Context: an optimization exercise on an open-source flow, tuned for small area and a short achievable clock period. The choices shown serve that exercise and are no tape-out recipe. Only simulation tests tie the RTL to the original design; equivalence was not proved. Power is estimated from default activity; no workload was simulated.

### design.v
module fifo_sync_param #(
  parameter int data_width = 16,
  parameter int addr_width = 8,
  parameter int data_depth = 256,
  parameter int fwft       = 0,
  parameter int afull_th   = 240,
  parameter int aempty_th  = 16
) (
  input  logic                  clk,
  input  logic                  rst_n,
  input  logic                  clr,
  input  logic                  wr_en,
  input  logic [data_width-1:0] din,
  input  logic                  rd_en,
  output logic [data_width-1:0] dout,
  output logic                  valid,
  output logic                  full,
  output logic                  empty,
  output logic                  almost_full,
  output logic                  almost_empty,
  output logic [addr_width:0]   count,
  output logic                  overflow,
  output logic                  underflow
);
  localparam logic [addr_width:0]   DEPTH_C  = (addr_width+1)'(data_depth);
  localparam logic [addr_width:0]   AFULL_C  = (addr_width+1)'(afull_th);
  localparam logic [addr_width:0]   AEMPTY_C = (addr_width+1)'(aempty_th);
  localparam logic [addr_width:0]   CNT_ONE  = (addr_width+1)'(1);
  localparam logic [addr_width-1:0] PTR_ONE  = (addr_width)'(1);
  logic [data_width-1:0] r_mem [data_depth];
  logic [addr_width-1:0] r_wr_ptr, r_rd_ptr;
  logic [addr_width:0]   r_count;
  logic [data_width-1:0] r_dout;
  logic                  r_valid, r_ovf, r_udf;
  logic                  w_full, w_empty, w_wr_acc, w_rd_acc, w_load;
  logic [addr_width:0]   w_ram_cnt;
  assign w_full    = (r_count == DEPTH_C);
  assign w_empty   = (fwft != 0) ? ~r_valid : (r_count == '0);
  assign w_wr_acc  = wr_en & ~w_full & ~clr;
  assign w_rd_acc  = rd_en & ~w_empty & ~clr;
  assign w_ram_cnt = r_count - (addr_width+1)'(r_valid);
  assign w_load    = (fwft != 0) ? (~clr & (w_ram_cnt != '0) & (~r_valid | w_rd_acc))
                                 : w_rd_acc;
  always_ff @(posedge clk) begin
    if (w_wr_acc) r_mem[r_wr_ptr] <= din;
  end
  always_ff @(posedge clk or negedge rst_n) begin
    if (!rst_n) begin
      r_wr_ptr <= '0;
      r_rd_ptr <= '0;
      r_count  <= '0;
      r_dout   <= '0;
      r_valid  <= 1'b0;
      r_ovf    <= 1'b0;
      r_udf    <= 1'b0;
    end else if (clr) begin
      r_wr_ptr <= '0;
      r_rd_ptr <= '0;
      r_count  <= '0;
      r_dout   <= '0;
      r_valid  <= 1'b0;
      r_ovf    <= 1'b0;
      r_udf    <= 1'b0;
    end else begin
      if (w_wr_acc) r_wr_ptr <= r_wr_ptr + PTR_ONE;
      if (w_load)   r_rd_ptr <= r_rd_ptr + PTR_ONE;
      if (w_wr_acc && !w_rd_acc)      r_count <= r_count + CNT_ONE;
      else if (!w_wr_acc && w_rd_acc) r_count <= r_count - CNT_ONE;
      if (wr_en && w_full)  r_ovf <= 1'b1;
      if (rd_en && w_empty) r_udf <= 1'b1;
      if (w_load) begin
        r_dout  <= r_mem[r_rd_ptr];
        r_valid <= 1'b1;
      end else if ((fwft == 0) || w_rd_acc) begin
        r_dout  <= '0;
        r_valid <= 1'b0;
      end
    end
  end
  assign dout         = r_dout;
  assign valid        = r_valid;
  assign full         = w_full;
  assign empty        = w_empty;
  assign almost_full  = (r_count >= AFULL_C);
  assign almost_empty = (r_count <= AEMPTY_C);
  assign count        = r_count;
  assign overflow     = r_ovf;
  assign underflow    = r_udf;
endmodule
module fifo_fwft_top (
  input  logic        clk,
  input  logic        rst_n,
  input  logic        clr,
  input  logic        wr_en,
  input  logic [15:0] din,
  input  logic        rd_en,
  output logic [15:0] dout,
  output logic        valid,
  output logic        full,
  output logic        empty,
  output logic        almost_full,
  output logic        almost_empty,
  output logic [8:0]  count,
  output logic        overflow,
  output logic        underflow
);
  fifo_sync_param #(
    .data_width(16), .addr_width(8), .data_depth(256),
    .fwft(1), .afull_th(240), .aempty_th(16)
  ) u_fifo (
    .clk(clk), .rst_n(rst_n), .clr(clr), .wr_en(wr_en), .din(din), .rd_en(rd_en),
    .dout(dout), .valid(valid), .full(full), .empty(empty),
    .almost_full(almost_full), .almost_empty(almost_empty), .count(count),
    .overflow(overflow), .underflow(underflow)
  );
endmodule
### run.sh
#!/bin/bash
# synth_recipe.tcl (not shown) runs the flow's synth.tcl, then flattens the netlist and writes it again
# the make line also repeats each setting of config.mk as NAME=value (left out here)
make -C /OpenROAD-flow-scripts/flow DESIGN_CONFIG=/design/flow/config.mk WORK_HOME=/design/flow/orfs CLKGATE_MAP_FILE= SYNTH_SCRIPT=/design/flow/synth_recipe.tcl finish
### config.mk
export PLATFORM = sky130hd
export DESIGN_NAME = fifo_fwft_top
export DESIGN_NICKNAME = fifo_fwft_top
export VERILOG_FILES = /design/flow/design.v
export SDC_FILE = /design/flow/constraint.sdc
export NUM_CORES = 4
export LEC_CHECK = 0
export CAP_MARGIN = 20
export CORE_MARGIN = 2
export CORE_UTILIZATION = 40
export SLEW_MARGIN = 20
export SYNTH_MEMORY_MAX_BITS = 8192
### constraint.sdc
create_clock -name core_clock -period 5.0 [get_ports {clk}]
set_input_delay 1.0000 -clock core_clock [delete_from_list [all_inputs] [get_ports {clk}]]
set_output_delay 1.0000 -clock core_clock [all_outputs]
set_load 0.01 [all_outputs]
==> impl_metrics.toml <==
[synthesis]
ys_seq_elements = 4140
synthFlopType = "edfxtp_1"
synth-edff-count = 4096
synth_top_area_share_pct = 75.9
syn_inst = 7613
synthDistinctLibCells = 88
avgSynthCellArea_sq_um = 21.3
seq_area_frac_synth_pct = 76.6
synth_area_leaders = "edfxtp_1 (76%), mux4_2 (9.9%), mux2i_1 (3.2%)"
yosysWarningCount = 1
synth.largest_area_cell = "edfxtp_1"
async_reset_ff_share_pct = 1.06
syn_area_sq_um = 162000
syn-num-nets = 7649

[power]
powerDensity_nw_per_um2 = 454
power.total_uw = 83900
intPower_uw = 62200
net-switching-power_uw = 21700
p_leak_uw = 0.0575
power_frac_clock_pct = 37.3
power.share.switching_pct = 25.9
p_comb_share_pct = 16.8
vdd_drop_max_mv = 0.339
seqPwrFrac_pct = 45.9

[place]
gp_congestion = 0.902
pre_cts_slack_ns = 0.424
portBuffers = 52
placed_area_sq_um = 171000
hpwl_microns = 288000

[finish]
drive_gt1_share_pct = 25.5
syn2layout_area_growth_pct = 14.2
fin_util_pct = 45.9
final_area_sq_um = 185000
nets = 8256

[critical_path]
cp_top_family = "simple AND/OR/NAND/NOR gates"
r2r_cells = 9
timing.critical_path.buf_inv = 2
path_class = "reg2reg"
worstPathArrival_ns = 5.57
crit_slowest_cell = "nor2b_4"
cp-end-kind = "register"
reg2reg_from = "u_fifo.r_rd_ptr[1]"
required_ns = 5.88
cp_max_fo = 26
worst-path-stages = 9
critPathMaxStageDelay_ns = 0.87
crit_path_start_kind = "register"
startpoint = "u_fifo.r_rd_ptr[1]"
path_cells = "nor2b_4 > buf_4 > a221o_1 > a21oi_1 > nor3_1 > buf_4 > or4_1 > a31oi_1 > a32o_2"
crit_top_cell = "buf_4"

[timing]
finClkSkew_ns = 0.0691
finalCriticalPeriod_ns = 4.68
finalCritPeriodShare_pct = 93.6
slew_headroom_pct = 18.6
rsz0062_at_grt = "false"
finalSetupTns_ns = 0
max_freq_mhz = 214
tightest_slew_ns = 1.22
hold_viol = 0
final-setup-viol-count = 0
fin_ws_ns = 0.319
slew_viol_final = 0

[clock_tree]
post_cts_buffers = 0
postCtsResizedCells = 0
clk_pin_slew_ns = 0.06
clock_latency_ns = 1.01
clk_path_buf_depth = 4
hold_buffers = 0
tritoncts = "yes"
cts-root-buf = "clkbuf_16"
cts_sinks = 4140
cts-buffers-inserted = 422
htree_levels = 5

[route]
vias = 83800
wl_microns = 476000
final_antenna_net_count = 0
firstDrtPassIters = 5
post_drt_via_cell_ratio = 6.00
routedWlPerCell_microns = 34.0
drcViolationCount = 0
dr.first_iter.drc_count = 12100

[grt]
grt_max_degree = 123
grt_pass1_vias = 82600
antenna_found_initial = 28
overflow = 0
grt_pass1_wl_microns = 658000
gr-usage-all-layers_pct = 22.8

[floorplan]
die_y_microns = 640
core_region_area_sq_um = 403000
initial_utilization_pct = 40.2
io_pins = 53
rows = 233
die_width_microns = 640
die_area_sq_um = 410000

[hold_path]
holdCritPathClass = "in2async"

[status]
outcome = "no timing/DRC/antenna violations"

[run]
maxCapViolCount = 0
-- state kept, by name, indices dropped and copies added (netlist names) --
signal	count
u_fifo.r_valid	1
u_fifo.r_ovf	1
u_fifo.r_rd_ptr	8
u_fifo.r_mem	4096
u_fifo.r_udf	1
u_fifo.r_dout	16
u_fifo.r_wr_ptr	8
u_fifo.r_count	9
-- final timing paths --
kind / endpoint / slack, ns
worst min register to register: u_fifo.r_ovf / 0.50
worst min-delay path: u_fifo.r_count[5] / 0.10
worst max-delay path: u_fifo.r_dout[1] / 0.32
min in group core_clock: u_fifo.r_mem[53][3] / 0.49
max in group asynchronous: u_fifo.r_rd_ptr[1] / 4.19
worst max register to register: u_fifo.r_dout[1] / 0.32
-- synthesized netlist by cell type (all sizes together) (4+ instances only) --
| master | number |
|---|---|
| or2 | 6 |
| clkbuf | 170 |
| o221ai | 16 |
| o41ai | 6 |
| nand2 | 157 |
| a22oi | 85 |
| ha | 14 |
| nor2 | 379 |
| nor4 | 15 |
| xnor2 | 14 |
| buf | 274 |
| o2111ai | 7 |
| mux2i | 525 |
| a32oi | 7 |
| or4 | 4 |
| o21a | 4 |
| a221oi | 182 |
| nand4 | 22 |
| nand3 | 98 |
| nand2b | 11 |
| o211ai | 11 |
| a2111oi | 10 |
| mux4 | 817 |
| nor2b | 19 |
| o21ai | 176 |
| a31oi | 30 |
| a21oi | 84 |
| o31ai | 11 |
| inv | 13 |
| a22o | 14 |
| xor2 | 6 |
| edfxtp | 4096 |
| mux2 | 32 |
| and2 | 8 |
| nor3 | 61 |
| a32o | 7 |
| o22ai | 54 |
| dfrtp | 44 |
| o311ai | 5 |
| a211oi | 27 |
| o2bb2ai | 7 |
| or3 | 11 |
| a221o | 33 |
| and3 | 11 |
-- area by class of cell --
cell class	instances	area (sq um)
Timing Repair Buffer	628	5630
Fill cell	33500	218000
Antenna cell	17	42.5
Sequential cell	4140	124000
Clock inverter	246	2550
Inverter	14	67.6
Multi-Input combinational cell	3014	34800
Tap cell	5405	6760
Clock buffer	519	11100
-- logic make-up after synthesis --
kind of cell               count (synthesis)  synth area share, %
muxes                                   1374                 15.1
and+or+nand+nor                          812                 2.20
buffers and inverters                    459                 2.34
xor gates and xnor gates                  20                0.108
adders and majority gates                 15                0.120
DFF                                     4140                 76.6
AOI/OAI and AO/OA                        793                 3.56
-- per-layer routing --
metal	GRT usage, %	vias up	part of all wire, %
met2	35.3	4818	46
met1	31.2	44800	39
met4	9.55	14	4.6
met5	0	-	0.022
met3	5.16	847	10
li1	-	33400	-
-- cell usage in the layout, fill, tap and decap left out, types with 56 or more instances in the layout --
cell type,netlist,routed
nand3_1,98,85
mux4_1,108,108
clkinv_1,1,97
a21oi_1,84,83
buf_4,17,519
nor3_1,61,57
clkbuf_16,0,428
nor2_2,1,195
buf_12,35,56
mux4_2,709,709
a22oi_1,85,85
edfxtp_1,4096,4096
a221oi_1,169,169
nor2_1,378,180
mux2i_1,525,525
clkinv_2,0,71
nand2_1,156,149
o21ai_0,160,160
clkbuf_1,135,85
-- stage by stage --
step                      hold WS, ns  cells
after CTS                       0.127  14000
after global routing            0.146  14000
final                           0.104  14000
after floorplan                 0.516   7613
after detailed placement        0.482  13200
after global placement          0.487  13200
-- power by group through the flow --
stage	registers, uW	clock network, uW	logic, uW
floorplan	39100	0	9870
global placement	39300	0	14000
detailed placement	39300	0	14100
CTS	38500	31700	14200
global route	38500	33000	14700
finish	38600	31300	14100

-- what the ideal ports hide --
Ports are ideal in the flow. The routed layout listed here was re-timed in OpenROAD.
Step 1, drivers: a clkbuf_16 drives clk and a buf_2 each remaining input, both assumed.
Step 2, shift: input delay + t, output delay - t, t = (earliest + latest rising clock arrival at the registers) / 2. This alone moves slack from input paths to output paths.
Slacks: ideal / step 1 / step 2; pairs: ideal / step 1.
shift t [ns]: 1.075
setup WS [ns]: 0.319 / 0.319 / 0.319
clock arrival spread, ns: 0.082 / 0.082
slew at the worst register clock pin (ns): 0.07 / 0.07
After both steps setup and hold are still met in this run. For this run, drivers alone change the setup slack by 0.000 ns; drivers and shift together by 0.000 ns.
